What follows belongs to an exercise in optimizing a design on an open flow for a short achievable clock period and few clock cycles per item; a production flow would make more cautious choices. RTL that was checked went through simulation tests only; none was proved equivalent to the original. For runs 2 to 4, only the layout was checked, not whether the RTL still works. Power figures rest on the tool's default switching activity, not on a simulated workload.

### config.mk
export PLATFORM = sky130hd
export DESIGN_NAME = rvfe_top
export DESIGN_NICKNAME = rvfe_top
export VERILOG_FILES = /design/flow/design.v
export SDC_FILE = /design/flow/constraint.sdc
export NUM_CORES = 4
export LEC_CHECK = 0
export CAP_MARGIN = 20
export CORE_MARGIN = 2
export CORE_UTILIZATION = 40
export PLACE_DENSITY = 0.6
export SETUP_SLACK_MARGIN = 4.8
export SLEW_MARGIN = 20
### constraint.sdc
create_clock -name core_clock -period 7.5 [get_ports {clk}]
set_input_delay 1.5000 -clock core_clock [delete_from_list [all_inputs] [get_ports {clk}]]
set_output_delay 1.5000 -clock core_clock [all_outputs]
set_load 0.01 [all_outputs]
### design.v
`default_nettype none
package rv_isa_pkg;
    typedef enum logic [4:0] {
        LOAD      = 5'b00000,
        LOAD_FP   = 5'b00001,
        MISC_MEM  = 5'b00011,
        OP_IMM    = 5'b00100,
        AUIPC     = 5'b00101,
        OP_IMM_32 = 5'b00110,
        STORE     = 5'b01000,
        STORE_FP  = 5'b01001,
        AMO       = 5'b01011,
        OP        = 5'b01100,
        LUI       = 5'b01101,
        OP_32     = 5'b01110,
        MADD      = 5'b10000,
        MSUB      = 5'b10001,
        NMSUB     = 5'b10010,
        NMADD     = 5'b10011,
        OP_FP     = 5'b10100,
        BRANCH    = 5'b11000,
        JALR      = 5'b11001,
        JAL       = 5'b11011,
        SYSTEM    = 5'b11100
    } opcode_e;
    typedef logic [31:0] instr_t;
    typedef logic [15:0] half_t;     
    typedef logic [4:0]  reg_addr_t;
    typedef logic [2:0]  funct3_t;
    typedef logic [6:0]  funct7_t;
    typedef struct packed {
        logic i;
        logic u;
        logic s;
        logic r;
        logic r4;
        logic b;
        logic j;
    } instr_format_t;
endpackage
`default_nettype wire
`default_nettype none
package fe_pkg;
    typedef logic [63:0] addr_t;
    typedef logic [63:0] xword_t;
    typedef logic [4:0]  delta_t;     
    typedef logic [7:0]  bit_off_t;   
    localparam int SLOTS = 4;
    typedef struct packed {
        logic  valid;
        addr_t pc;
    } pc_req_t;
    typedef struct packed {
        logic   valid;
        delta_t delta;
    } pc_adv_t;
    typedef struct packed {
        logic                 valid;
        addr_t                pc;
        xword_t               data;
        bit_off_t [SLOTS:0]   offset;   
    } fetch_blk_t;
    typedef struct packed {
        logic   valid;
        addr_t  pc;
        logic [31:0] instr;
        logic   compressed;
    } slot_t;
    typedef struct packed {
        logic      valid;
        addr_t     pc;
        logic [4:0]  opcode;
        logic [2:0]  funct3;
        logic [6:0]  funct7;
        xword_t    imm;
        logic [4:0]  rs1;
        logic [4:0]  rs2;
        logic [4:0]  rd;
        logic      compressed;
        logic      illegal;
    } decoded_t;
endpackage
`default_nettype wire
`default_nettype none
module rvc_expand (
    input  rv_isa_pkg::instr_t parcel,
    output rv_isa_pkg::instr_t instr
);
    rv_isa_pkg::half_t     c;
    rv_isa_pkg::reg_addr_t r_hi;   
    rv_isa_pkg::reg_addr_t r_lo;   
    assign c    = parcel[15:0];
    assign r_hi = {2'b01, c[9:7]};
    assign r_lo = {2'b01, c[4:2]};
    always_comb begin
        if (parcel[1:0] == 2'b11) begin
            instr = parcel;
        end else begin
            case ({c[15:13], c[1:0]})
                5'b00000:   
                    if (c[12:5] == 8'd0)
                        instr = '0;
                    else
                        instr = {2'd0, c[10:7], c[12:11], c[5], c[6], 2'd0,
                                 5'd2, 3'b000, r_lo, rv_isa_pkg::OP_IMM, 2'b11};
                5'b01000:   
                    instr = {5'd0, c[5], c[12:10], c[6], 2'd0,
                             r_hi, 3'b010, r_lo, rv_isa_pkg::LOAD, 2'b11};
                5'b01100:   
                    instr = {4'd0, c[6:5], c[12:10], 3'd0,
                             r_hi, 3'b011, r_lo, rv_isa_pkg::LOAD, 2'b11};
                5'b11000:   
                    instr = {5'd0, c[5], c[12], r_lo, r_hi, 3'b010,
                             c[11:10], c[6], 2'd0, rv_isa_pkg::STORE, 2'b11};
                5'b11100:   
                    instr = {4'd0, c[6:5], c[12], r_lo, r_hi, 3'b011,
                             c[11:10], 3'd0, rv_isa_pkg::STORE, 2'b11};
                5'b00001:   
                    instr = {{7{c[12]}}, c[6:2], c[11:7], 3'b000, c[11:7], rv_isa_pkg::OP_IMM, 2'b11};
                5'b00101:   
                    instr = {{7{c[12]}}, c[6:2], c[11:7], 3'b000, c[11:7], rv_isa_pkg::OP_IMM_32, 2'b11};
                5'b01001:   
                    instr = {{7{c[12]}}, c[6:2], 5'd0, 3'b000, c[11:7], rv_isa_pkg::OP_IMM, 2'b11};
                5'b01101:
                    if ({c[12], c[6:2]} == 6'd0)
                        instr = '0;
                    else if (c[11:7] == 5'd2)   
                        instr = {{3{c[12]}}, c[4:3], c[5], c[2], c[6], 4'd0,
                                 5'd2, 3'b000, 5'd2, rv_isa_pkg::OP_IMM, 2'b11};
                    else   
                        instr = {{15{c[12]}}, c[6:2], c[11:7], rv_isa_pkg::LUI, 2'b11};
                5'b10001:
                    case (c[11:10])
                        2'b00, 2'b01:   
                            instr = {1'b0, c[10], 4'd0, c[12], c[6:2],
                                     r_hi, 3'b101, r_hi, rv_isa_pkg::OP_IMM, 2'b11};
                        2'b10:   
                            instr = {{7{c[12]}}, c[6:2], r_hi, 3'b111, r_hi, rv_isa_pkg::OP_IMM, 2'b11};
                        default:
                            case ({c[12], c[6:5]})
                                3'b000:  instr = {7'h20, r_lo, r_hi, 3'b000, r_hi, rv_isa_pkg::OP, 2'b11};
                                3'b001:  instr = {7'h00, r_lo, r_hi, 3'b100, r_hi, rv_isa_pkg::OP, 2'b11};
                                3'b010:  instr = {7'h00, r_lo, r_hi, 3'b110, r_hi, rv_isa_pkg::OP, 2'b11};
                                3'b011:  instr = {7'h00, r_lo, r_hi, 3'b111, r_hi, rv_isa_pkg::OP, 2'b11};
                                3'b100:  instr = {7'h20, r_lo, r_hi, 3'b000, r_hi, rv_isa_pkg::OP_32, 2'b11};
                                3'b101:  instr = {7'h00, r_lo, r_hi, 3'b000, r_hi, rv_isa_pkg::OP_32, 2'b11};
                                default: instr = '0;
                            endcase
                    endcase
                5'b10101:   
                    instr = {c[12], c[8], c[10:9], c[6], c[7], c[2], c[11], c[5:3],
                             c[12], {8{c[12]}}, 5'd0, rv_isa_pkg::JAL, 2'b11};
                5'b11001, 5'b11101:   
                    instr = {{4{c[12]}}, c[6:5], c[2], 5'd0, r_hi, 2'b00, c[13],
                             c[11:10], c[4:3], c[12], rv_isa_pkg::BRANCH, 2'b11};
                5'b00010:   
                    if ({c[12], c[6:2]} == 6'd0)
                        instr = '0;
                    else
                        instr = {6'd0, c[12], c[6:2], c[11:7], 3'b001, c[11:7], rv_isa_pkg::OP_IMM, 2'b11};
                5'b01010:   
                    instr = {4'd0, c[3:2], c[12], c[6:4], 2'd0, 5'd2, 3'b010, c[11:7], rv_isa_pkg::LOAD, 2'b11};
                5'b01110:   
                    instr = {3'd0, c[4:2], c[12], c[6:5], 3'd0, 5'd2, 3'b011, c[11:7], rv_isa_pkg::LOAD, 2'b11};
                5'b10010:
                    if (c[6:2] != 5'd0)   
                        instr = {7'd0, c[6:2], c[12] ? c[11:7] : 5'd0, 3'b000, c[11:7], rv_isa_pkg::OP, 2'b11};
                    else if (c[11:7] != 5'd0)   
                        instr = {12'd0, c[11:7], 3'b000, 4'd0, c[12], rv_isa_pkg::JALR, 2'b11};
                    else if (c[12])   
                        instr = {12'd1, 5'd0, 3'b000, 5'd0, rv_isa_pkg::SYSTEM, 2'b11};
                    else
                        instr = '0;
                5'b11010:   
                    instr = {4'd0, c[8:7], c[12], c[6:2], 5'd2, 3'b010, c[11:9], 2'd0, rv_isa_pkg::STORE, 2'b11};
                5'b11110:   
                    instr = {3'd0, c[9:7], c[12], c[6:2], 5'd2, 3'b011, c[11:10], 3'd0, rv_isa_pkg::STORE, 2'b11};
                default:
                    instr = '0;   
            endcase
        end
    end
endmodule
`default_nettype wire
`default_nettype none
module fe_pc #(
    parameter fe_pkg::addr_t RST_PC = 64'h400000,
    parameter int            SH     = 1,
    parameter int            LO     = 7
) (
    input  logic          clk,
    input  logic          rst,
    input  logic          en,
    input  logic [1:0]    step,
    output fe_pkg::addr_t q
);
    logic [LO-1:0]      lo_q;
    logic [63-SH-LO:0]  hi_q;
    logic [LO:0]        lo_sum;
    logic [63-SH-LO:0]  hi_inc;
    assign lo_sum = {1'b0, lo_q} + {{(LO-1){1'b0}}, step};
    assign hi_inc = hi_q + 1'b1;
    assign q      = {hi_q, lo_q, RST_PC[SH-1:0]};
    always_ff @(posedge clk) begin
        if (rst) begin
            {hi_q, lo_q} <= RST_PC[63:SH];
        end else if (en) begin
            lo_q <= lo_sum[LO-1:0];
            if (lo_sum[LO])
                hi_q <= hi_inc;
        end
    end
endmodule
`default_nettype wire
`default_nettype none
module fe_fetch #(
    parameter fe_pkg::addr_t RST_PC = 64'h400000
) (
    input  logic           clk,
    input  logic           rst,
    input  logic           space4,       
    input  logic           space8,       
    output logic           blk_valid,
    output fe_pkg::xword_t blk_data,
    output logic           icache_req,
    output fe_pkg::addr_t  icache_addr,
    input  logic           icache_done,
    input  fe_pkg::xword_t icache_data
);
    logic req_q;
    logic busy_q;
    assign icache_req = req_q;
    assign blk_valid  = busy_q & icache_done;
    assign blk_data   = icache_data;
    fe_pc #(
        .RST_PC (RST_PC),
        .SH     (3),
        .LO     (6)
    ) u_addr (
        .clk  (clk),
        .rst  (rst),
        .en   (req_q),
        .step (2'd1),
        .q    (icache_addr)
    );
    always_ff @(posedge clk) begin
        if (rst) begin
            req_q  <= 1'b1;
            busy_q <= 1'b0;
        end else begin
            req_q  <= (blk_valid & space8) | (~busy_q & ~req_q & space4);
            busy_q <= req_q | (busy_q & ~icache_done);
        end
    end
endmodule
`default_nettype wire
`default_nettype none
module fe_align #(
    parameter int C = 16
) (
    input  logic               clk,
    input  logic               rst,
    input  logic               blk_valid,
    input  fe_pkg::xword_t     blk_data,
    input  logic               room,        
    output logic               space4,      
    output logic               space8,      
    output logic               emit,
    output rv_isa_pkg::instr_t e_ir,
    output logic               e_cmp
);
    logic [C-1:0][15:0] w_q;
    logic [C-1:0][15:0] w_sh;
    logic [C-1:0][15:0] w_n;
    logic [C:0]         cnt_q;     
    logic [C:0]         base;
    logic [C:0]         cnt_n;
    logic               len2;
    logic               avail;
    logic               sh1;
    logic               sh2;
    assign len2  = w_q[0][1:0] == 2'b11;
    assign avail = len2 ? ~(cnt_q[0] | cnt_q[1]) : ~cnt_q[0];
    assign emit  = room & avail;
    assign sh1   = emit & ~len2;
    assign sh2   = emit & len2;
    assign base  = sh2 ? (cnt_q >> 2) : sh1 ? (cnt_q >> 1) : cnt_q;
    assign cnt_n = blk_valid ? (base << 4) : base;
    assign space4 = |base[C-4:0];
    assign space8 = |base[C-8:0];
    assign e_cmp  = ~len2;
    always_comb begin
        for (int i = 0; i < C; i++) begin
            if (sh2)
                w_sh[i] = (i + 2 < C) ? w_q[(i+2)%C] : 16'd0;
            else if (sh1)
                w_sh[i] = (i + 1 < C) ? w_q[(i+1)%C] : 16'd0;
            else
                w_sh[i] = w_q[i];
        end
        for (int i = 0; i < C; i++) begin
            w_n[i] = w_sh[i];
            for (int j = 0; j < 4; j++)
                if (i >= j && blk_valid && base[(i-j+C)%C])
                    w_n[i] = blk_data[16*j +: 16];
        end
    end
    rvc_expand u_exp (
        .parcel ({w_q[1], w_q[0]}),
        .instr  (e_ir)
    );
    always_ff @(posedge clk) begin
        if (rst)
            cnt_q <= {{C{1'b0}}, 1'b1};
        else
            cnt_q <= cnt_n;
    end
    always_ff @(posedge clk)
        w_q <= w_n;
endmodule
`default_nettype wire
`default_nettype none
module fe_decode #(
    parameter fe_pkg::addr_t RST_PC = 64'h400000,
    parameter int            N      = 2
) (
    input  logic               clk,
    input  logic               rst,
    input  logic               emit,
    input  rv_isa_pkg::instr_t e_ir,
    input  logic               e_cmp,
    output logic               room,        
    output fe_pkg::decoded_t   dec,
    input  logic               dec_ready
);
    localparam int PW = (N > 2) ? 2 : 1;   
    logic [N-1:0][32:0]        fq;          
    logic [PW-1:0]             wr_q;
    logic [PW-1:0]             rd_q;
    logic [PW:0]               cnt_q;
    logic [PW:0]               cnt_n;
    logic                      room_q;
    logic                      nonempty;
    logic                      ld;
    logic [32:0]               head;
    rv_isa_pkg::instr_t        ir;
    rv_isa_pkg::opcode_e       opc;
    rv_isa_pkg::instr_format_t fmt;
    fe_pkg::xword_t            imm;
    rv_isa_pkg::reg_addr_t     rs1;
    rv_isa_pkg::reg_addr_t     rs2;
    rv_isa_pkg::reg_addr_t     rd;
    assign room     = room_q;
    assign nonempty = cnt_q != '0;
    assign ld       = nonempty & (dec_ready | ~dec.valid);
    assign cnt_n    = cnt_q + {{PW{1'b0}}, emit} - {{PW{1'b0}}, ld};
    assign head     = fq[rd_q];
    assign ir       = head[31:0];
    assign opc      = rv_isa_pkg::opcode_e'(ir[6:2]);
    always_comb begin
        fmt.i  = (opc == rv_isa_pkg::LOAD | opc == rv_isa_pkg::LOAD_FP | opc == rv_isa_pkg::MISC_MEM | opc == rv_isa_pkg::OP_IMM | opc == rv_isa_pkg::OP_IMM_32 | opc == rv_isa_pkg::JALR | opc == rv_isa_pkg::SYSTEM);
        fmt.u  = (opc == rv_isa_pkg::AUIPC | opc == rv_isa_pkg::LUI);
        fmt.s  = (opc == rv_isa_pkg::STORE | opc == rv_isa_pkg::STORE_FP);
        fmt.r  = (opc == rv_isa_pkg::AMO | opc == rv_isa_pkg::OP | opc == rv_isa_pkg::OP_32 | opc == rv_isa_pkg::OP_FP);
        fmt.r4 = (opc == rv_isa_pkg::MADD | opc == rv_isa_pkg::MSUB | opc == rv_isa_pkg::NMSUB | opc == rv_isa_pkg::NMADD);
        fmt.b  = opc == rv_isa_pkg::BRANCH;
        fmt.j  = opc == rv_isa_pkg::JAL;
    end
    always_comb begin
        imm = '0;
        if (fmt.i)
            imm = {{53{ir[31]}}, ir[30:20]};
        else if (fmt.u)
            imm = {{32{ir[31]}}, ir[31:12], 12'd0};
        else if (fmt.s)
            imm = {{53{ir[31]}}, ir[30:25], ir[11:7]};
        else if (fmt.b)
            imm = {{52{ir[31]}}, ir[7], ir[30:25], ir[11:8], 1'b0};
        else if (fmt.j)
            imm = {{44{ir[31]}}, ir[19:12], ir[20], ir[30:21], 1'b0};
    end
    assign rs1 = (opc == rv_isa_pkg::SYSTEM && ir[14]) ? '0 :
                 (fmt.i | fmt.s | fmt.r | fmt.r4 | fmt.b) ? ir[19:15] : '0;
    assign rs2 = (fmt.r | fmt.s | fmt.b) ? ir[24:20] : '0;
    assign rd  = (fmt.i | fmt.u | fmt.r | fmt.r4 | fmt.j) ? ir[11:7] : '0;
    always_ff @(posedge clk) begin
        if (rst) begin
            wr_q   <= '0;
            rd_q   <= '0;
            cnt_q  <= '0;
            room_q <= 1'b1;
        end else begin
            if (emit)
                wr_q <= (wr_q == PW'(N-1)) ? '0 : wr_q + 1'b1;
            if (ld)
                rd_q <= (rd_q == PW'(N-1)) ? '0 : rd_q + 1'b1;
            cnt_q  <= cnt_n;
            room_q <= cnt_n < (PW+1)'(N);
        end
    end
    for (genvar k = 0; k < N; k++) begin : g_fifo
        always_ff @(posedge clk)
            if (emit && wr_q == PW'(k))
                fq[k] <= {e_cmp, e_ir};
    end
    fe_pc #(
        .RST_PC (RST_PC),
        .SH     (1),
        .LO     (7)
    ) u_pc (
        .clk  (clk),
        .rst  (rst),
        .en   (dec.valid & dec_ready),
        .step (dec.compressed ? 2'd1 : 2'd2),
        .q    (dec.pc)
    );
    always_ff @(posedge clk) begin
        if (rst)
            dec.valid <= 1'b0;
        else if (dec_ready | ~dec.valid)
            dec.valid <= nonempty;
    end
    always_ff @(posedge clk) begin
        if (ld) begin
            dec.opcode     <= opc;
            dec.funct3     <= ir[14:12];
            dec.funct7     <= ir[31:25];
            dec.imm        <= imm;
            dec.rs1        <= rs1;
            dec.rs2        <= rs2;
            dec.rd         <= rd;
            dec.compressed <= head[32];
            dec.illegal    <= ir[1:0] != 2'b11;
        end
    end
endmodule
`default_nettype wire
`default_nettype none
module rvfe_top #(
    parameter fe_pkg::addr_t RST_PC = 64'h400000
) (
    input  logic        clk,
    input  logic        rst,
    output logic        icache_req,
    output logic [63:0] icache_addr,
    input  logic        icache_done,
    input  logic [63:0] icache_data,
    output logic        dec_valid,
    output logic [63:0] dec_pc,
    output logic [4:0]  dec_opcode,
    output logic [2:0]  dec_funct3,
    output logic [6:0]  dec_funct7,
    output logic [63:0] dec_imm,
    output logic [4:0]  dec_rs1,
    output logic [4:0]  dec_rs2,
    output logic [4:0]  dec_rd,
    output logic        dec_compressed,
    output logic        dec_illegal,
    input  logic        dec_ready
);
    logic               space4;
    logic               space8;
    logic               blk_valid;
    fe_pkg::xword_t     blk_data;
    logic               room;
    logic               emit;
    rv_isa_pkg::instr_t e_ir;
    logic               e_cmp;
    fe_pkg::decoded_t   dec;
    assign dec_valid      = dec.valid;
    assign dec_pc         = dec.pc;
    assign dec_opcode     = dec.opcode;
    assign dec_funct3     = dec.funct3;
    assign dec_funct7     = dec.funct7;
    assign dec_imm        = dec.imm;
    assign dec_rs1        = dec.rs1;
    assign dec_rs2        = dec.rs2;
    assign dec_rd         = dec.rd;
    assign dec_compressed = dec.compressed;
    assign dec_illegal    = dec.illegal;
    fe_fetch #(
        .RST_PC (RST_PC)
    ) u_fetch (
        .clk         (clk),
        .rst         (rst),
        .space4      (space4),
        .space8      (space8),
        .blk_valid   (blk_valid),
        .blk_data    (blk_data),
        .icache_req  (icache_req),
        .icache_addr (icache_addr),
        .icache_done (icache_done),
        .icache_data (icache_data)
    );
    fe_align u_align (
        .clk       (clk),
        .rst       (rst),
        .blk_valid (blk_valid),
        .blk_data  (blk_data),
        .room      (room),
        .space4    (space4),
        .space8    (space8),
        .emit      (emit),
        .e_ir      (e_ir),
        .e_cmp     (e_cmp)
    );
    fe_decode #(
        .RST_PC (RST_PC)
    ) u_decode (
        .clk       (clk),
        .rst       (rst),
        .emit      (emit),
        .e_ir      (e_ir),
        .e_cmp     (e_cmp),
        .room      (room),
        .dec       (dec),
        .dec_ready (dec_ready)
    );
endmodule
`default_nettype wire
### run.sh
#!/bin/bash
# synth_recipe.tcl (not shown) runs the flow's synth.tcl, then flattens the netlist and writes it again
# the make line also repeats each setting of config.mk as NAME=value (left out here)
make -C /OpenROAD-flow-scripts/flow DESIGN_CONFIG=/design/flow/config.mk WORK_HOME=/design/flow/orfs CLKGATE_MAP_FILE= SYNTH_SCRIPT=/design/flow/synth_recipe.tcl finish
==> flow_metrics.tcl, run 1 <==
set metrics [dict create \
    stdcell_area_mm2 0.04169 \
    design.die.area_mm2 0.08463 \
    grt_overflow 0 \
    die_height_um 290.9 \
    synth.ff_latch_count 535 \
    fin_crit_ps 3011 \
    worst_setup_path_end_kind "output pin" \
    gp_routability_congestion 0.9420 \
    clock_skew_ps 30.84 \
    cts_max_path_buffers 3 \
    grt_first_pass_wirelength_mm 198.6 \
    grt_start_max_net_pins 83 \
    synth_top_cell_by_area "edfxtp_1" \
    clkSinkCount 535 \
    synth-edff-count 386 \
    tns_ps 0 \
    outcome "complete, no violations" \
    timing.final.hold_violations 0 \
    postRouteAntennaNets 0 \
    cts_hold_repair.buffers 0 \
    timing_worst_slew_pin_value_ps 1206 \
    fmax_ghz 0.3321 \
    grtUsageTotal 0.2990 \
    timing.critical_path.arrival_ps 1510 \
    synth.top_cells.by_area "edfxtp_1 35%, dfxtp_1 9.1%, nand2_1 6.6%" \
    ys.warnings.count 6 \
    via_per_inst 6.526 \
    crit_fanout 17 \
    cts_root_buf "clkbuf_16" \
    fp.coreArea_mm2 0.08185 \
    path_class "reg2out" \
    drive_gt1_frac 0.2245 \
    crit_path_start_kind "flop" \
    total_power_per_unit_cell_area_mw_per_mm2 301.4 \
    design.portCount 294 \
    chipWidth_um 290.9 \
    layout.nets 4153 \
    ir_drop_v 0.0001517 \
    setup_repair_after_global_routing_missed_its_margin "yes" \
    layout.filler_cells 7625 \
    worst_ep_required_time_ps 6000 \
    drt-wirelength-per-cell_um 25.99 \
    place_area_mm2 0.03646 \
    htree_num_levels 3 \
    grt_pass1_vias 31320 \
    first_pass_iters 7 \
    cts_buffers 68 \
    cells_after_synthesis 3873 \
    ys_async_sr_fraction 0 \
    clock_latency_ps 640 \
    synth-seq-area-share 0.4426 \
    number_of_unique_standard_cell_types_used_by_synthesis 77 \
    drc 0 \
    synthesis.area_mm2 0.03293 \
    cap_viol_max_count 0 \
    synthesis.area_per_instance_um2 8.502 \
    antenna-diode-count 0 \
    grt_antenna_before_repair 0 \
    timing.final.crit_share 0.4015 \
    worstHoldPathType "reg2reg" \
    worst_setup_hold_path_clk_slew_ps 60 \
    synth_top_flop_cell "edfxtp_1" \
    report.final.setup_viol 0 \
    clock_tree_from_tritoncts "yes" \
    yosysTopAreaCellShare 0.3520 \
    final_max_slew_viol_count 0 \
    area_growth_syn_to_fin_pct 26.60 \
    slew_headroom 0.1960 \
    drt_iter0_drc 4363 \
    rows 105 \
    floorplan.initialDensity 0.4023 \
    route.final.wire_length_mm 135.2 \
    vias_post_dr 33930 \
    static-leakage-power_nw 15.42 \
    hpwlAfterDp_mm 79.84 \
    io_buffer_count 289 \
]
==> logic make-up (layout without fill, tap and decap cells) <==
logic type | Yosys count | after routing | synth area share
other cells | 1 | 4 | 0.0001139
mux | 81 | 81 | 0.02683
buf+inv | 494 | 732 | 0.06171
flops | 535 | 535 | 0.4426
simple gates | 1488 | 1502 | 0.2041
fa+ha+maj | 8 | 8 | 0.003268
xor+xnor | 93 | 93 | 0.02474
compound gates | 1173 | 1175 | 0.2367
==> metal layers <==
metal | GRT usage | routed length, um
met1 | 0.4027 | 53540
met2 | 0.4634 | 59510
met5 | 0 | 0
met3 | 0.06398 | 15630
met4 | 0.1305 | 6476
==> final cells by class <==
class,count,area (um^2),area share
Clock buffer,96,1982,0.04754
Timing Repair Buffer,548,4962,0.1190
Clock inverter,27,357.8,0.008584
Sequential cell,535,14830,0.3558
Multi-Input combinational cell,2863,17970,0.4311
Tap cell,1070,1339,0.03212
Inverter,61,244.0,0.005853
==> final timing paths <==
| check | start | to | slack [ps] | cells after the start |
|---|---|---|---|---|
| max reg2reg | u_align.w_q[1]$_DFFE_PP_ | u_align.w_q[90]$_DFFE_PP_ | 4780 | 11 |
| min | u_decode.u_pc.hi_q[55]$_SDFFE_PP0P_ | u_decode.u_pc.hi_q[55]$_SDFFE_PP0P_ | 480 | 2 |
| min reg2reg | u_decode.u_pc.hi_q[55]$_SDFFE_PP0P_ | u_decode.u_pc.hi_q[55]$_SDFFE_PP0P_ | 480 | 2 |
| max | u_decode.dec[80]$_DFFE_PP_ | dec_imm[35] | 4490 | 2 |
==> what timing repair did <==
item | CTS | global route
endpoints found under the setup margin | 984 | 668
pin swaps | 21 | 36
gates resized for setup | 1167 | 182
gates cloned | 23 | 14
buffers inserted | 111 | 57
endpoints found under the hold margin | 0 | 0
==> worst max-delay path, stage by stage, from the launching register on <==
cell and delay, ps:
edfxtp_1 420, buf_6 170, dlygate4sd2_1 290
==> report_power, final <==
part / leakage (nW) / total [mW] / switching [mW] / internal (mW)
Clock: 1.13 / 3.43 / 1.42 / 2.01
Combinational: 9.39 / 4.73 / 2.87 / 1.86
Sequential: 4.90 / 4.41 / 0.359 / 4.05
==> layout by cell type, fill, tap and decap left out, types with 27 or more instances in the layout <==
| cell | count |
|---|---|
| or3_1 | 35 |
| and3_1 | 54 |
| xor2_1 | 39 |
| buf_6 | 33 |
| o22a_1 | 42 |
| inv_1 | 54 |
| a21o_1 | 29 |
| buf_4 | 170 |
| a31oi_1 | 75 |
| mux2i_1 | 54 |
| buf_12 | 37 |
| o211ai_1 | 66 |
| nand2_1 | 559 |
| dfxtp_2 | 82 |
| buf_2 | 178 |
| o22ai_1 | 40 |
| dfxtp_4 | 41 |
| xnor2_1 | 53 |
| nor2_1 | 358 |
| a221o_1 | 29 |
| edfxtp_1 | 386 |
| dlygate4sd2_1 | 65 |
| nand3_1 | 214 |
| nor3_1 | 31 |
| o21ai_0 | 161 |
| a311oi_1 | 34 |
| a211oi_1 | 27 |
| o221ai_1 | 49 |
| nand4_1 | 41 |
| clkbuf_16 | 78 |
| a21oi_1 | 331 |
| a22oi_1 | 35 |
| a32oi_1 | 32 |
==> cells in the mapped netlist (41+ instances only) <==
| library cell | count |
|---|---|
| a21oi_1 | 346 |
| a31oi_1 | 79 |
| and3_1 | 57 |
| clkbuf_1 | 325 |
| dfxtp_1 | 149 |
| edfxtp_1 | 386 |
| inv_1 | 56 |
| mux2i_1 | 59 |
| nand2_1 | 576 |
| nand3_1 | 229 |
| nand4_1 | 41 |
| nor2_1 | 369 |
| nor3_1 | 54 |
| o211ai_1 | 66 |
| o21ai_0 | 177 |
| o221ai_1 | 54 |
| o22a_1 | 42 |
| o22ai_1 | 43 |
| or3_1 | 41 |
| xnor2_1 | 54 |
==> flip-flops by register name (all words and copies together), names as in the netlist <==
name	flops
u_decode.rd_q	1
u_decode.room_q	1
u_fetch.busy_q	1
u_decode.u_pc.lo_q	7
u_align.cnt_q	17
u_fetch.req_q	1
u_decode.wr_q	1
u_decode.fq	66
u_decode.cnt_q	2
u_decode.dec	65
u_fetch.u_addr.lo_q	6
u_align.w_q	256
u_fetch.u_addr.hi_q	55
u_decode.u_pc.hi_q	56
==> through the flow <==
stage	std cells	setup WS, ps	hold slack (ps)	total power [mW]	util
global route	5200	4433	501.2	13.09	0.5093
finish	5200	4489	481.3	12.57	0.5093
floorplan	3876	4301	461.2	7.135	-
CTS	5129	4468	479.0	12.22	0.4937
global placement	4872	2620	462.6	8.508	0.4455
detailed placement	4872	2552	482.7	8.541	0.4455
Testbench counts, summed over its fixed seeds: cycles 20,296, instrs 16,000.
==> run 2: changes to the inputs <==
--- a/design.v
+++ b/design.v
@@ -335,3 +335,3 @@
 );
-    localparam int PW = (N > 2) ? 2 : 1;   
+    localparam int PW = (N > 1) ? $clog2(N) : 1;
     logic [N-1:0][32:0]        fq;          
==> run 2 against run 1 <==
Against the previous run: still clean on timing, DRC and antenna; worst setup slack did not move; clock power is essentially flat; critical path depth stayed put; core utilization is the same; sequential share of layout area stayed put; sequential cell count did not move; clock-buffer cell count is the same; fmax is the same; critical path type unchanged; largest cell class unchanged.
==> flow_metrics.tcl, run 2 <==
set metrics [dict create \
    outcome "complete, no violations" \
    gp_routability_congestion 0.9420 \
    clock_skew_ps 30.84 \
    grt_pass1_vias 31320 \
    vias_post_dr 33930 \
    area_growth_syn_to_fin_pct 26.60 \
    most_numerous_cell_types_in_the_synthesized_netlist "576 x nand2_1, 386 x edfxtp_1, 369 x nor2_1" \
    die_height_um 290.9 \
    timing.final.hold_violations 0 \
    fp.coreArea_mm2 0.08185 \
    layout.cells.most_common "nand2_1" \
    synth_top_cell_by_area "edfxtp_1" \
    ir_drop_v 0.0001517 \
    layout.filler_cells 7625 \
    critical_path.n_buffers_inverters 2 \
    critical_path.max_stage_delay_ps 420 \
    crit_fanout 17 \
    grt_first_pass_wirelength_mm 198.6 \
    hpwlAfterDp_mm 79.84 \
    rows 105 \
    layout.nets 4153 \
    synthesis.area_per_instance_um2 8.502 \
    synth-edff-count 386 \
    max_flop_register "u_align.w_q" \
    drt-wirelength-per-cell_um 25.99 \
    design.die.area_mm2 0.08463 \
    postRouteAntennaNets 0 \
    setup_repair_after_global_routing_missed_its_margin "yes" \
    grt_start_max_net_pins 83 \
    io_buffer_count 289 \
    ys_async_sr_fraction 0 \
    met2_usage 0.4634 \
    drive_gt1_frac 0.2245 \
    final_max_slew_viol_count 0 \
    crit_path_start_kind "flop" \
    fmax_ghz 0.3321 \
    synth-seq-area-share 0.4426 \
    cts_max_path_buffers 3 \
    synth.most_common_cell "nand2_1" \
    clock_latency_ps 640 \
    synthesis.area_mm2 0.03293 \
    htree_num_levels 3 \
    design.portCount 294 \
    cells_after_synthesis 3873 \
    antenna-diode-count 0 \
    worst_setup_hold_path_clk_slew_ps 60 \
    ys.warnings.count 6 \
    grt_antenna_before_repair 0 \
    route.final.wire_length_mm 135.2 \
    hold_path_cells 2 \
    number_of_unique_standard_cell_types_used_by_synthesis 77 \
    worstHoldPathType "reg2reg" \
    static-leakage-power_nw 15.42 \
    crit_chain "buf_6, dlygate4sd2_1" \
    synth.ff_latch_count 535 \
    drc 0 \
    slew_headroom 0.1960 \
    tns_ps 0 \
    report.final.setup_viol 0 \
    path_class "reg2out" \
    critical_path_cell_count 2 \
    global_route.usage.met1 0.4027 \
    worst_ep_required_time_ps 6000 \
    synth_top_flop_cell "edfxtp_1" \
    yosysTopAreaCellShare 0.3520 \
    finalHoldWorstSlack_ps 481.3 \
    timing.critical_path.slowest_stage_cell "edfxtp_1" \
    drt_iter0_drc 4363 \
    busiest_layer "met2" \
    final_cell_mix "559 x nand2_1, 386 x edfxtp_1, 358 x nor2_1" \
    critical_path.top_delay_family "buffers and inverters" \
    largest_register_ffs 256 \
    cap_viol_max_count 0 \
    synth.top_cells.by_area "edfxtp_1 35%, dfxtp_1 9.1%, nand2_1 6.6%" \
    cts_buffers 68 \
    ff2ff_path_depth 11 \
    via_per_inst 6.526 \
    first_pass_iters 7 \
    timing.final.crit_share 0.4015 \
    clkSinkCount 535 \
    cts_root_buf "clkbuf_16" \
    total_power_per_unit_cell_area_mw_per_mm2 301.4 \
    fin_crit_ps 3011 \
    largest_registers "u_align.w_q (256), u_decode.fq (66), u_decode.dec (65)" \
    floorplan.initialDensity 0.4023 \
    clock_tree_from_tritoncts "yes" \
    timing_worst_slew_pin_value_ps 1206 \
    use_met3 0.06398 \
    chipWidth_um 290.9 \
    worst_setup_path_end_kind "output pin" \
    grtUsageTotal 0.2990 \
    grt_overflow 0 \
    timing.critical_path.arrival_ps 1510 \
]
-- run 2: path summary, 6_finish.rpt --
kind | endpoint | slack, ps | from
max | dec_imm[35] | 4490 | u_decode.dec[80]$_DFFE_PP_
min reg2reg | u_decode.u_pc.hi_q[55]$_SDFFE_PP0P_ | 480 | u_decode.u_pc.hi_q[55]$_SDFFE_PP0P_
min | u_decode.u_pc.hi_q[55]$_SDFFE_PP0P_ | 480 | u_decode.u_pc.hi_q[55]$_SDFFE_PP0P_
max reg2reg | u_align.w_q[90]$_DFFE_PP_ | 4780 | u_align.w_q[1]$_DFFE_PP_
-- run 2: worst min-delay path: stages (launching register included) --
cell and delay, ps:
dfxtp_2 320, o31ai_1 60, a21oi_1 60
-- run 2: metal layers --
layer / up-vias / share of wire
met5: - / 0
met1: 16350 / 0.40
li1: 14780 / -
met2: 2309 / 0.44
met3: 501 / 0.12
met4: 0 / 0.048
-- run 2: cells by family after synthesis --
group                    synth area share
buffers and inverters             0.06171
AO/OA/AOI/OAI                      0.2367
other                           0.0001139
multiplexers                      0.02683
AND/OR/NAND/NOR                    0.2041
adder cells (fa/ha/maj)          0.003268
flip-flops                         0.4426
XOR/XNOR                          0.02474
-- run 2: stage by stage --
step	power, mW	setup WS, ps	cell area [um^2]	instances	util
2_1_floorplan	7.135	4301	33730	3876	-
3_3_place_gp	8.508	2620	36460	4872	0.4455
3_5_place_dp	8.541	2552	36460	4872	0.4455
4_1_cts	12.22	4468	40410	5129	0.4937
5_1_grt	13.09	4433	41690	5200	0.5093
6_report	12.57	4489	41690	5200	0.5093
-- run 2: timing repair --
action,CTS,global route
gates resized for setup,1167,182
setup endpoints to repair,984,668
hold buffers,0,0
buffers inserted,111,57
cloned,23,14
pin swaps,21,36
-- run 2: area by class of cell --
| cell class | instances | area [um^2] | area share |
|---|---|---|---|
| Timing Repair Buffer | 548 | 4962 | 0.1190 |
| Clock buffer | 96 | 1982 | 0.04754 |
| Multi-Input combinational cell | 2863 | 17970 | 0.4311 |
| Tap cell | 1070 | 1339 | 0.03212 |
| Inverter | 61 | 244.0 | 0.005853 |
| Sequential cell | 535 | 14830 | 0.3558 |
| Clock inverter | 27 | 357.8 | 0.008584 |
-- run 2: where the power goes --
part           total [mW]  internal [mW]  switching (mW)
Combinational        4.73           1.86            2.87
Clock                3.43           2.01            1.42
Sequential           4.41           4.05           0.359
==> run 3: changes to the inputs <==
==> flow/run.sh (new file) <==
#!/bin/bash
# Standard ORFS layout, with two sizing choices changed: port buffers are
# sky130_fd_sc_hd__buf_4 (not the default delay-cell buffer) and the resizer
# may change a cell's footprint when it sizes it.
set -euo pipefail
bash standard.sh MATCH_CELL_FOOTPRINT=0 \
    "BUFFER_PORTS_ARGS=-buffer_cell sky130_fd_sc_hd__buf_4" \
    finish > standard_make.log 2>&1
==> standard.sh (new file) <==
#!/bin/bash
# synth_recipe.tcl (not shown) runs the flow's synth.tcl, then flattens the netlist and writes it again
# the make line also repeats each setting of config.mk as NAME=value (left out here)
make -C /OpenROAD-flow-scripts/flow DESIGN_CONFIG=/design/flow/config.mk WORK_HOME=/design/flow/orfs CLKGATE_MAP_FILE= SYNTH_SCRIPT=/design/flow/synth_recipe.tcl "${@:-finish}"
removed: run.sh
==> run 3 against run 2 <==
Against the previous run: still clean; register-to-register slack hardly changed; routed wire length up 3.7%; sequential share of layout area is 0.43 points higher; non-clock buffer count fell by 62; combinational power increased by 1%; synthesized cell count stayed put; total power fell by 1.8%; sequential power is essentially flat; first-iteration DRC count is 16% higher; clock power decreased by 9.3%; sequential cell count is the same; critical endpoint is now dec_imm[44].
==> flow_metrics.tcl, run 3 <==
set metrics [dict create \
    via_per_inst 6.640 \
    stdcell_count 5138 \
    io_buffer_count 289 \
    report.final.setup_viol 0 \
    synth_top_flop_cell "edfxtp_1" \
    placedCellCount 4865 \
    grt_pass1_vias 31460 \
    worstHoldPathType "reg2reg" \
    dominant_combinational_cell_family_by_area_after_synthesis "compound AO/OA/AOI/OAI gates" \
    synth.top_cells.by_area "edfxtp_1 35%, dfxtp_1 9.1%, nand2_1 6.6%" \
    floorplan.initialDensity 0.4023 \
    slew_headroom 0.3373 \
    synth_top_cell_by_area "edfxtp_1" \
    fp.coreArea_mm2 0.08185 \
    fmax_ghz 0.3493 \
    path_class "reg2out" \
    clkSinkCount 535 \
    route.final.wire_length_mm 140.2 \
    final_cell_mix "557 x nand2_1, 396 x buf_4, 386 x edfxtp_1" \
    post_synth_xor_xnor_area 0.02474 \
    worst_setup_hold_path_clk_slew_ps 60 \
    largest_registers "u_align.w_q (256), u_decode.fq (66), u_decode.dec (65)" \
    drt_iter0_drc 5078 \
    cts_root_buf "clkbuf_16" \
    timing_worst_slew_pin_value_ps 986.4 \
    hpwlAfterDp_mm 81.38 \
    cap_viol_max_count 0 \
    chipWidth_um 290.9 \
    dpl_worst_slack_ps 3137 \
    crit_fanout 17 \
    cells_after_synthesis 3873 \
    layout.cells.most_common "nand2_1" \
    worst_setup_path_end_kind "output pin" \
    finalHoldWorstSlack_ps 485.6 \
    grt_first_pass_wirelength_mm 202.1 \
    synth.most_common_cell "nand2_1" \
    grt_antenna_before_repair 3 \
    grtUsageTotal 0.3067 \
    cts_max_path_buffers 3 \
    most_numerous_cell_types_in_the_synthesized_netlist "576 x nand2_1, 386 x edfxtp_1, 369 x nor2_1" \
    post_synth_mux_area_share 0.02683 \
    synth-edff-count 386 \
    ir_drop_v 0.0001846 \
    gp_routability_congestion 0.9107 \
    drc 0 \
    cts_hold_repair.buffers 0 \
    worst_ep_required_time_ps 6000 \
    cts_buffers 67 \
    ys.warnings.count 6 \
    synth-simple-area-share 0.2041 \
    rows 105 \
    fin_crit_ps 2863 \
    yosysTopAreaCellShare 0.3520 \
    htree_num_levels 3 \
    clock_latency_ps 640 \
    final_max_slew_viol_count 0 \
    tns_ps 0 \
    max_flop_register "u_align.w_q" \
    timing.final.hold_violations 0 \
    crit_path_start_kind "flop" \
    stdcell_area_mm2 0.04096 \
    finish.utilization 0.5005 \
    total_power_per_unit_cell_area_mw_per_mm2 301.4 \
    design.portCount 294 \
    grt_start_max_net_pins 96 \
    yosys.area_share.adder 0.003268 \
    synth.ff_latch_count 535 \
    largest_register_ffs 256 \
    compound_gate_fraction_of_synth_area 0.2367 \
    synth-seq-area-share 0.4426 \
    postRouteAntennaNets 0 \
    final.setup.worst_slack_ps 4637 \
    setup_repair_after_global_routing_missed_its_margin "yes" \
    area_growth_syn_to_fin_pct 24.39 \
    ys_async_sr_fraction 0 \
    clock_tree_from_tritoncts "yes" \
    timing.critical_path.arrival_ps 1360 \
    synthesis.area_mm2 0.03293 \
    synthesis.area_per_instance_um2 8.502 \
    grt_overflow 0 \
    layout.nets 4090 \
    first_pass_iters 7 \
    total_power_mw 12.34 \
    drt-wirelength-per-cell_um 27.28 \
    number_of_unique_standard_cell_types_used_by_synthesis 77 \
    drive_gt1_frac 0.2303 \
    static-leakage-power_nw 14.79 \
    design.die.area_mm2 0.08463 \
    die_height_um 290.9 \
    outcome "complete, no violations" \
    timing.final.crit_share 0.3818 \
    place_area_mm2 0.03588 \
    vias_post_dr 34120 \
    clock_skew_ps 21.58 \
]
-- run 3: cell counts after synthesis --
No cell type changed its count.
-- run 3: worst paths after layout --
path	from	to	slack, ps	cells after the start
worst min-delay path	u_decode.u_pc.lo_q[0]$_SDFFE_PP0P_	u_decode.u_pc.lo_q[0]$_SDFFE_PP0P_	490	2
worst max-delay path	u_decode.dec[80]$_DFFE_PP_	dec_imm[44]	4640	2
worst max register to register	u_align.w_q[0]$_DFFE_PP_	u_align.w_q[175]$_DFFE_PP_	4770	9
worst min register to register	u_decode.u_pc.lo_q[0]$_SDFFE_PP0P_	u_decode.u_pc.lo_q[0]$_SDFFE_PP0P_	490	2
-- run 3: per-layer routing --
| metal | wire (um) | vias up | track usage |
|---|---|---|---|
| li1 | - | 14660 | - |
| met4 | 8459 | 0 | 0.1503 |
| met3 | 17800 | 607 | 0.06895 |
| met1 | 54060 | 16190 | 0.4122 |
| met2 | 59840 | 2656 | 0.4662 |
| met5 | 0 | - | 0 |
-- run 3: report_power, final --
part           total (mW)  internal, mW  switching (mW)
registers            4.44          4.07           0.376
logic                4.79          1.86            2.93
clock network        3.11          1.73            1.38
total                12.3          7.66            4.68
-- run 3: area by class of cell --
| class | instances | area [um^2] |
|---|---|---|
| well taps | 1070 | 1339 |
| clock buffers | 91 | 1797 |
| diodes | 3 | 7.507 |
| clock inverters | 29 | 235.2 |
| fillers | 7625 | 40890 |
| inverters | 61 | 244.0 |
| multi-input cells | 2863 | 18020 |
| flip-flops and latches | 535 | 14750 |
| repair buffers | 486 | 4572 |
-- run 3: cell families after synthesis --
logic type / count (synthesis)
other cells: 1
mux: 81
flops: 535
fa+ha+maj: 8
xor+xnor: 93
buf+inv: 494
compound gates: 1173
simple gates: 1488
-- run 3: what timing repair did --
| action | in CTS | in global routing |
|---|---|---|
| gates resized for setup | 257 | 165 |
| cloned | 13 | 20 |
| endpoints found under the setup margin | 804 | 567 |
| hold endpoints to repair | 0 | 0 |
| setup buffers | 62 | 55 |
| pin swaps | 21 | 33 |
-- run 3: critical path: stages, from the launching register on --
cell and delay, ps:
edfxtp_1 410, buf_6 180, buf_4 150
==> run 4: changes to the inputs <==
--- a/design.v
+++ b/design.v
@@ -187,4 +187,3 @@
     parameter fe_pkg::addr_t RST_PC = 64'h400000,
-    parameter int            SH     = 1,
-    parameter int            LO     = 7
+    parameter int            LO     = 8
 ) (
@@ -192,20 +191,17 @@
     input  logic          rst,
-    input  logic          en,
-    input  logic [1:0]    step,
+    input  logic [3:0]    step,
     output fe_pkg::addr_t q
 );
-    logic [LO-1:0]      lo_q;
-    logic [63-SH-LO:0]  hi_q;
-    logic [LO:0]        lo_sum;
-    logic [63-SH-LO:0]  hi_inc;
-    assign lo_sum = {1'b0, lo_q} + {{(LO-1){1'b0}}, step};
-    assign hi_inc = hi_q + 1'b1;
-    assign q      = {hi_q, lo_q, RST_PC[SH-1:0]};
+    logic [LO-1:0] lo_q;
+    logic [63-LO:0] hi_q;
+    logic [LO:0]   lo_sum;
+    assign lo_sum = {1'b0, lo_q} + {{(LO-3){1'b0}}, step};
+    assign q      = {hi_q, lo_q};
     always_ff @(posedge clk) begin
         if (rst) begin
-            {hi_q, lo_q} <= RST_PC[63:SH];
-        end else if (en) begin
+            {hi_q, lo_q} <= RST_PC;
+        end else begin
             lo_q <= lo_sum[LO-1:0];
             if (lo_sum[LO])
-                hi_q <= hi_inc;
+                hi_q <= hi_q + 1'b1;
         end
@@ -231,9 +227,10 @@
     logic busy_q;
+    logic done_q;
+    fe_pkg::xword_t data_q;
     assign icache_req = req_q;
-    assign blk_valid  = busy_q & icache_done;
-    assign blk_data   = icache_data;
+    assign blk_valid  = done_q;
+    assign blk_data   = data_q;
     fe_pc #(
         .RST_PC (RST_PC),
-        .SH     (3),
-        .LO     (6)
+        .LO     (8)
     ) u_addr (
@@ -241,4 +238,3 @@
         .rst  (rst),
-        .en   (req_q),
-        .step (2'd1),
+        .step ({req_q, 3'd0}),
         .q    (icache_addr)
@@ -249,7 +245,11 @@
             busy_q <= 1'b0;
+            done_q <= 1'b0;
         end else begin
-            req_q  <= (blk_valid & space8) | (~busy_q & ~req_q & space4);
+            req_q  <= (busy_q & icache_done & space8) | (~busy_q & ~req_q & space4);
             busy_q <= req_q | (busy_q & ~icache_done);
+            done_q <= busy_q & icache_done;
         end
     end
+    always_ff @(posedge clk)
+        data_q <= icache_data;
 endmodule
@@ -258,3 +258,4 @@
 module fe_align #(
-    parameter int C = 16
+    parameter fe_pkg::addr_t RST_PC = 64'h400000,
+    parameter int            C      = 16
 ) (
@@ -267,5 +268,6 @@
     output logic               space8,      
-    output logic               emit,
-    output rv_isa_pkg::instr_t e_ir,
-    output logic               e_cmp
+    output logic               x_valid,
+    output rv_isa_pkg::instr_t x_ir,
+    output fe_pkg::addr_t      x_pc,
+    output logic               x_cmp
 );
@@ -279,4 +281,7 @@
     logic               avail;
+    logic               emit;
     logic               sh1;
     logic               sh2;
+    fe_pkg::addr_t      pc;
+    rv_isa_pkg::instr_t exp_w;
     assign len2  = w_q[0][1:0] == 2'b11;
@@ -288,5 +293,4 @@
     assign cnt_n = blk_valid ? (base << 4) : base;
-    assign space4 = |base[C-4:0];
-    assign space8 = |base[C-8:0];
-    assign e_cmp  = ~len2;
+    assign space4 = |cnt_n[C-4:0];
+    assign space8 = |cnt_n[C-8:0];
     always_comb begin
@@ -307,14 +311,30 @@
     end
+    fe_pc #(
+        .RST_PC (RST_PC),
+        .LO     (8)
+    ) u_pc (
+        .clk  (clk),
+        .rst  (rst),
+        .step ({1'b0, sh2, sh1, 1'b0}),
+        .q    (pc)
+    );
     rvc_expand u_exp (
         .parcel ({w_q[1], w_q[0]}),
-        .instr  (e_ir)
+        .instr  (exp_w)
     );
     always_ff @(posedge clk) begin
-        if (rst)
-            cnt_q <= {{C{1'b0}}, 1'b1};
-        else
-            cnt_q <= cnt_n;
+        if (rst) begin
+            cnt_q   <= {{C{1'b0}}, 1'b1};
+            x_valid <= 1'b0;
+        end else begin
+            cnt_q   <= cnt_n;
+            x_valid <= emit;
+        end
+    end
+    always_ff @(posedge clk) begin
+        w_q   <= w_n;
+        x_ir  <= exp_w;
+        x_pc  <= pc;
+        x_cmp <= ~len2;
     end
-    always_ff @(posedge clk)
-        w_q <= w_n;
 endmodule
@@ -323,4 +343,3 @@
 module fe_decode #(
-    parameter fe_pkg::addr_t RST_PC = 64'h400000,
-    parameter int            N      = 2
+    parameter int N = 4
 ) (
@@ -328,5 +347,6 @@
     input  logic               rst,
-    input  logic               emit,
-    input  rv_isa_pkg::instr_t e_ir,
-    input  logic               e_cmp,
+    input  logic               x_valid,
+    input  rv_isa_pkg::instr_t x_ir,
+    input  fe_pkg::addr_t      x_pc,
+    input  logic               x_cmp,
     output logic               room,        
@@ -335,12 +355,3 @@
 );
-    localparam int PW = (N > 1) ? $clog2(N) : 1;
-    logic [N-1:0][32:0]        fq;          
-    logic [PW-1:0]             wr_q;
-    logic [PW-1:0]             rd_q;
-    logic [PW:0]               cnt_q;
-    logic [PW:0]               cnt_n;
-    logic                      room_q;
-    logic                      nonempty;
-    logic                      ld;
-    logic [32:0]               head;
+    localparam int PW = $clog2(N);
     rv_isa_pkg::instr_t        ir;
@@ -352,9 +363,13 @@
     rv_isa_pkg::reg_addr_t     rd;
-    assign room     = room_q;
-    assign nonempty = cnt_q != '0;
-    assign ld       = nonempty & (dec_ready | ~dec.valid);
-    assign cnt_n    = cnt_q + {{PW{1'b0}}, emit} - {{PW{1'b0}}, ld};
-    assign head     = fq[rd_q];
-    assign ir       = head[31:0];
-    assign opc      = rv_isa_pkg::opcode_e'(ir[6:2]);
+    fe_pkg::decoded_t          rec;
+    logic [N-1:0][160:0]       fifo;        
+    fe_pkg::decoded_t          head;
+    logic [PW-1:0]             wr_q;
+    logic [PW-1:0]             rd_q;
+    logic [PW:0]               cnt_q;
+    logic                      nonempty;
+    logic                      ld;
+    logic                      pop;
+    assign ir  = x_ir;
+    assign opc = rv_isa_pkg::opcode_e'(ir[6:2]);
     always_comb begin
@@ -385,15 +400,29 @@
     assign rd  = (fmt.i | fmt.u | fmt.r | fmt.r4 | fmt.j) ? ir[11:7] : '0;
+    assign rec.valid      = 1'b1;
+    assign rec.pc         = x_pc;
+    assign rec.opcode     = opc;
+    assign rec.funct3     = ir[14:12];
+    assign rec.funct7     = ir[31:25];
+    assign rec.imm        = imm;
+    assign rec.rs1        = rs1;
+    assign rec.rs2        = rs2;
+    assign rec.rd         = rd;
+    assign rec.compressed = x_cmp;
+    assign rec.illegal    = ir[1:0] != 2'b11;
+    assign room     = (cnt_q + {{PW{1'b0}}, x_valid}) < (PW+1)'(N);
+    assign nonempty = cnt_q != '0;
+    assign head     = fifo[rd_q];
+    assign ld       = nonempty & (dec_ready | ~dec.valid);
+    assign pop      = ld;
     always_ff @(posedge clk) begin
         if (rst) begin
-            wr_q   <= '0;
-            rd_q   <= '0;
-            cnt_q  <= '0;
-            room_q <= 1'b1;
+            wr_q  <= '0;
+            rd_q  <= '0;
+            cnt_q <= '0;
         end else begin
-            if (emit)
+            if (x_valid)
                 wr_q <= (wr_q == PW'(N-1)) ? '0 : wr_q + 1'b1;
-            if (ld)
+            if (pop)
                 rd_q <= (rd_q == PW'(N-1)) ? '0 : rd_q + 1'b1;
-            cnt_q  <= cnt_n;
-            room_q <= cnt_n < (PW+1)'(N);
+            cnt_q <= cnt_q + {{PW{1'b0}}, x_valid} - {{PW{1'b0}}, pop};
         end
@@ -402,16 +431,5 @@
         always_ff @(posedge clk)
-            if (emit && wr_q == PW'(k))
-                fq[k] <= {e_cmp, e_ir};
+            if (x_valid && wr_q == PW'(k))
+                fifo[k] <= rec;
     end
-    fe_pc #(
-        .RST_PC (RST_PC),
-        .SH     (1),
-        .LO     (7)
-    ) u_pc (
-        .clk  (clk),
-        .rst  (rst),
-        .en   (dec.valid & dec_ready),
-        .step (dec.compressed ? 2'd1 : 2'd2),
-        .q    (dec.pc)
-    );
     always_ff @(posedge clk) begin
@@ -424,11 +442,12 @@
         if (ld) begin
-            dec.opcode     <= opc;
-            dec.funct3     <= ir[14:12];
-            dec.funct7     <= ir[31:25];
-            dec.imm        <= imm;
-            dec.rs1        <= rs1;
-            dec.rs2        <= rs2;
-            dec.rd         <= rd;
-            dec.compressed <= head[32];
-            dec.illegal    <= ir[1:0] != 2'b11;
+            dec.pc         <= head.pc;
+            dec.opcode     <= head.opcode;
+            dec.funct3     <= head.funct3;
+            dec.funct7     <= head.funct7;
+            dec.imm        <= head.imm;
+            dec.rs1        <= head.rs1;
+            dec.rs2        <= head.rs2;
+            dec.rd         <= head.rd;
+            dec.compressed <= head.compressed;
+            dec.illegal    <= head.illegal;
         end
@@ -465,5 +484,6 @@
     logic               room;
-    logic               emit;
-    rv_isa_pkg::instr_t e_ir;
-    logic               e_cmp;
+    logic               x_valid;
+    rv_isa_pkg::instr_t x_ir;
+    fe_pkg::addr_t      x_pc;
+    logic               x_cmp;
     fe_pkg::decoded_t   dec;
@@ -494,3 +514,5 @@
     );
-    fe_align u_align (
+    fe_align #(
+        .RST_PC (RST_PC)
+    ) u_align (
         .clk       (clk),
@@ -502,14 +524,14 @@
         .space8    (space8),
-        .emit      (emit),
-        .e_ir      (e_ir),
-        .e_cmp     (e_cmp)
+        .x_valid   (x_valid),
+        .x_ir      (x_ir),
+        .x_pc      (x_pc),
+        .x_cmp     (x_cmp)
     );
-    fe_decode #(
-        .RST_PC (RST_PC)
-    ) u_decode (
+    fe_decode u_decode (
         .clk       (clk),
         .rst       (rst),
-        .emit      (emit),
-        .e_ir      (e_ir),
-        .e_cmp     (e_cmp),
+        .x_valid   (x_valid),
+        .x_ir      (x_ir),
+        .x_pc      (x_pc),
+        .x_cmp     (x_cmp),
         .room      (room),
==> run.sh (new file) <==
#!/bin/bash
# synth_recipe.tcl (not shown) runs the flow's synth.tcl, then flattens the netlist and writes it again
# the make line also repeats each setting of config.mk as NAME=value (left out here)
make -C /OpenROAD-flow-scripts/flow DESIGN_CONFIG=/design/flow/config.mk WORK_HOME=/design/flow/orfs CLKGATE_MAP_FILE= SYNTH_SCRIPT=/design/flow/synth_recipe.tcl finish
--- a/config.mk
+++ b/config.mk
@@ -11,3 +11,2 @@
 export PLACE_DENSITY = 0.6
-export SETUP_SLACK_MARGIN = 4.8
 export SLEW_MARGIN = 20
removed: flow/run.sh
removed: standard.sh
==> run 4 against run 3 <==
Against the previous run: combinational power fell by 29%; non-clock buffer count fell by 132; largest power group is now sequential cells; critical endpoint is now u_align.w_q[79]$_DFFE_PP_; sequential power rose by 93%; critical path type is now reg2reg.
==> flow_metrics.tcl, run 4 <==
set metrics [dict create \
    finish.utilization 0.4633 \
    path_class "reg2reg" \
    timing.final.hold_violations 0 \
    grt_start_max_net_pins 195 \
    fmax_ghz 0.1848 \
    setup_repair_after_global_routing_missed_its_margin "no" \
    drc 0 \
    worstHoldPathType "reg2reg" \
    placedCellCount 6389 \
    vias_post_dr 38430 \
    design.portCount 294 \
    synthesis.area_per_instance_um2 11.58 \
    area_growth_syn_to_fin_pct 15.28 \
    tns_ps 0 \
    ys.warnings.count 5 \
    finalHoldWorstSlack_ps 359.4 \
    synth_top_cell_by_area "edfxtp_1" \
    gp_routability_congestion 0.8877 \
    clock_latency_ps 780 \
    outcome "complete, no violations" \
    ys_async_sr_fraction 0 \
    worst_ep_required_time_ps 8040 \
    clock_skew_ps 50.65 \
    synth-seq-area-share 0.6080 \
    rows 135 \
    critical_path.max_stage_delay_ps 890 \
    synth-edff-count 891 \
    design.die.area_mm2 0.1387 \
    total_power_per_unit_cell_area_mw_per_mm2 298.6 \
    number_of_unique_standard_cell_types_used_by_synthesis 104 \
    crit_path_start_kind "flop" \
    grt_overflow 0 \
    via_per_inst 5.791 \
    clock_tree_from_tritoncts "yes" \
    drt_iter0_drc 3960 \
    hpwlAfterDp_mm 96.25 \
    route.final.wire_length_mm 146.8 \
    layout.cells.most_common "edfxtp_1" \
    final_max_slew_viol_count 0 \
    cts_root_buf "clkbuf_16" \
    most_numerous_cell_types_in_the_synthesized_netlist "891 x edfxtp_1, 653 x nand2_1, 458 x nor2_1" \
    cts_hold_repair.buffers 0 \
    die_height_um 372.5 \
    max_flop_register "u_decode.fifo" \
    drt-wirelength-per-cell_um 22.13 \
    grtUsageTotal 0.2079 \
    slew_headroom 0.2421 \
    synthesis.area_mm2 0.05431 \
    stdcell_count 6636 \
    largest_register_ffs 508 \
    worst_setup_hold_path_clk_slew_ps 60 \
    timing.critical_path.slowest_stage_cell "buf_4" \
    layout.nets 4828 \
    cts_max_path_buffers 3 \
    crit_top_cell "buf_4" \
    cap_viol_max_count 0 \
    cells_after_synthesis 4690 \
    io_buffer_count 289 \
    htree_num_levels 4 \
    cts_buffers 134 \
    cts_repair_resize_count 0 \
    grt_antenna_before_repair 4 \
    stdcell_area_mm2 0.06261 \
    final_cell_mix "891 x edfxtp_1, 653 x nand2_1, 457 x nor2_1" \
    drive_gt1_frac 0.1038 \
    synth.ff_latch_count 1204 \
    timing_worst_slew_pin_value_ps 1137 \
    timing.final.crit_share 0.7215 \
    fp.coreArea_mm2 0.1351 \
    grt_pass1_vias 36830 \
    postRouteAntennaNets 0 \
    place_area_mm2 0.05797 \
    largest_registers "u_decode.fifo (508), u_align.w_q (256), u_decode.dec (128)" \
    fin_crit_ps 5411 \
    crit_fanout 90 \
    synth_top_flop_cell "edfxtp_1" \
    static-leakage-power_nw 21.31 \
    yosysTopAreaCellShare 0.4927 \
    floorplan.initialDensity 0.4019 \
    timing.critical_path.arrival_ps 5960 \
    post_cts.repair.setup_buffers 0 \
    ir_drop_v 0.0003059 \
    first_pass_iters 6 \
    synth.most_common_cell "edfxtp_1" \
    antenna-diode-count 0 \
    synth.top_cells.by_area "edfxtp_1 49%, dfxtp_1 12%, mux4_2 5.3%" \
    grt_first_pass_wirelength_mm 224.8 \
    crit_chain "ha_1, ha_1, xor2_4, buf_4, or3_4, inv_6, buf_4, buf_4, nand2_1, nand3_1, a21oi_1, o41ai_1" \
    report.final.setup_viol 0 \
    chipWidth_um 372.5 \
    clkSinkCount 1204 \
    worst_setup_path_end_kind "flop" \
]
==> run 4: power by group <==
group          internal (mW)  switching, mW
Combinational           1.66           1.75
Clock                   3.93           2.81
Sequential              8.04          0.520
==> run 4: worst paths after layout <==
path	startpoint	end	slack (ps)	cells past startpoint
setup / recovery	u_align.x_valid$_SDFF_PP0_	u_align.w_q[79]$_DFFE_PP_	2090	12
hold / removal	u_align.u_pc.lo_q[1]$_SDFF_PP0_	u_align.x_pc[1]$_DFF_P_	360	0
setup reg to reg	u_align.x_valid$_SDFF_PP0_	u_align.w_q[79]$_DFFE_PP_	2090	12
hold reg to reg	u_align.u_pc.lo_q[1]$_SDFF_PP0_	u_align.x_pc[1]$_DFF_P_	360	0
==> run 4: layout make-up <==
cell class	instances	area, um^2
timing repair buffer	354	3403
multi-input combinational	3015	19190
tap	1781	2228
inverter	35	138.9
clock buffer	181	3827
sequential	1204	33030
fill	12140	72520
clock inverter	66	783.3
==> run 4: kinds of logic after synthesis <==
family                   share of synthesized area
AO/OA/AOI/OAI                               0.1344
other                                   0.00006905
multiplexers                               0.05711
flip-flops                                  0.6080
adder cells (fa/ha/maj)                   0.003824
XOR/XNOR                                   0.01744
buffers and inverters                      0.04096
AND/OR/NAND/NOR                             0.1382
==> run 4: per-layer routing <==
metal	track usage	wire length [um]	vias to the layer above
met3	0.03860	10700	250
li1	-	-	17640
met5	0	21	-
met4	0.07700	4814	4
met2	0.3318	69600	1647
met1	0.2824	61710	18880
==> run 4: per-stage QoR <==
step / total power, mW / setup WS, ps
after CTS: 18.88 / 2241
after global routing: 19.47 / 1966
final: 18.70 / 2089
after floorplan: 10.65 / 1464
after detailed placement: 12.14 / 2255
after global placement: 12.10 / 2340
==> run 4: worst max-delay path, delay by kind of cell (launching register included) <==
kind                     cells  cell delay (ps)
buffers and inverters        4             2390
AND/OR/NAND/NOR              3              920
AO/OA/AOI/OAI                2              550
adder cells (fa/ha/maj)      2              510
flip-flops                   1              380
XOR/XNOR                     1              210

## separate check: timing with driven ports
How much do the figures lean on ideal ports? The routed layouts below were timed once more, with nothing changed but the port constraints. Step 1 (the two cells are an assumption about what drives the block):
set clk [get_ports {clk}]
set_driving_cell -lib_cell sky130_fd_sc_hd__clkbuf_16 $clk
set_driving_cell -lib_cell sky130_fd_sc_hd__buf_2 [delete_from_list [all_inputs] $clk]
Step 2 adds t to the input delays and takes it off the output delays; t is the mean of the earliest and latest rising clock arrival at the registers after step 1. Input paths then give back, and output paths get back, about the clock's delay inside the block. Three values: ideal ports, drivers, drivers and shift; two values: the first two.
run | t, ns | setup slack, ns | clock arrival spread, ns | slew at the worst register clock pin (ns) | worst data-port slew with drivers (ns)
run 1 | 0.690 | 4.489 / 4.423 / 4.060 | 0.033 / 0.032 | 0.07 / 0.07 | 0.14
run 2 | 0.690 | 4.489 / 4.423 / 4.060 | 0.033 / 0.032 | 0.07 / 0.07 | 0.14
run 3 | 0.697 | 4.637 / 4.565 / 4.018 | 0.026 / 0.027 | 0.06 / 0.06 | 0.10
run 4 | 0.823 | 2.089 / 2.089 / 2.089 | 0.056 / 0.056 | 0.07 / 0.07 | 0.18
After both steps every run listed still meets setup and hold. For run 3, which loses most, drivers alone change the setup slack by -0.072 ns; drivers and shift together by -0.619 ns.
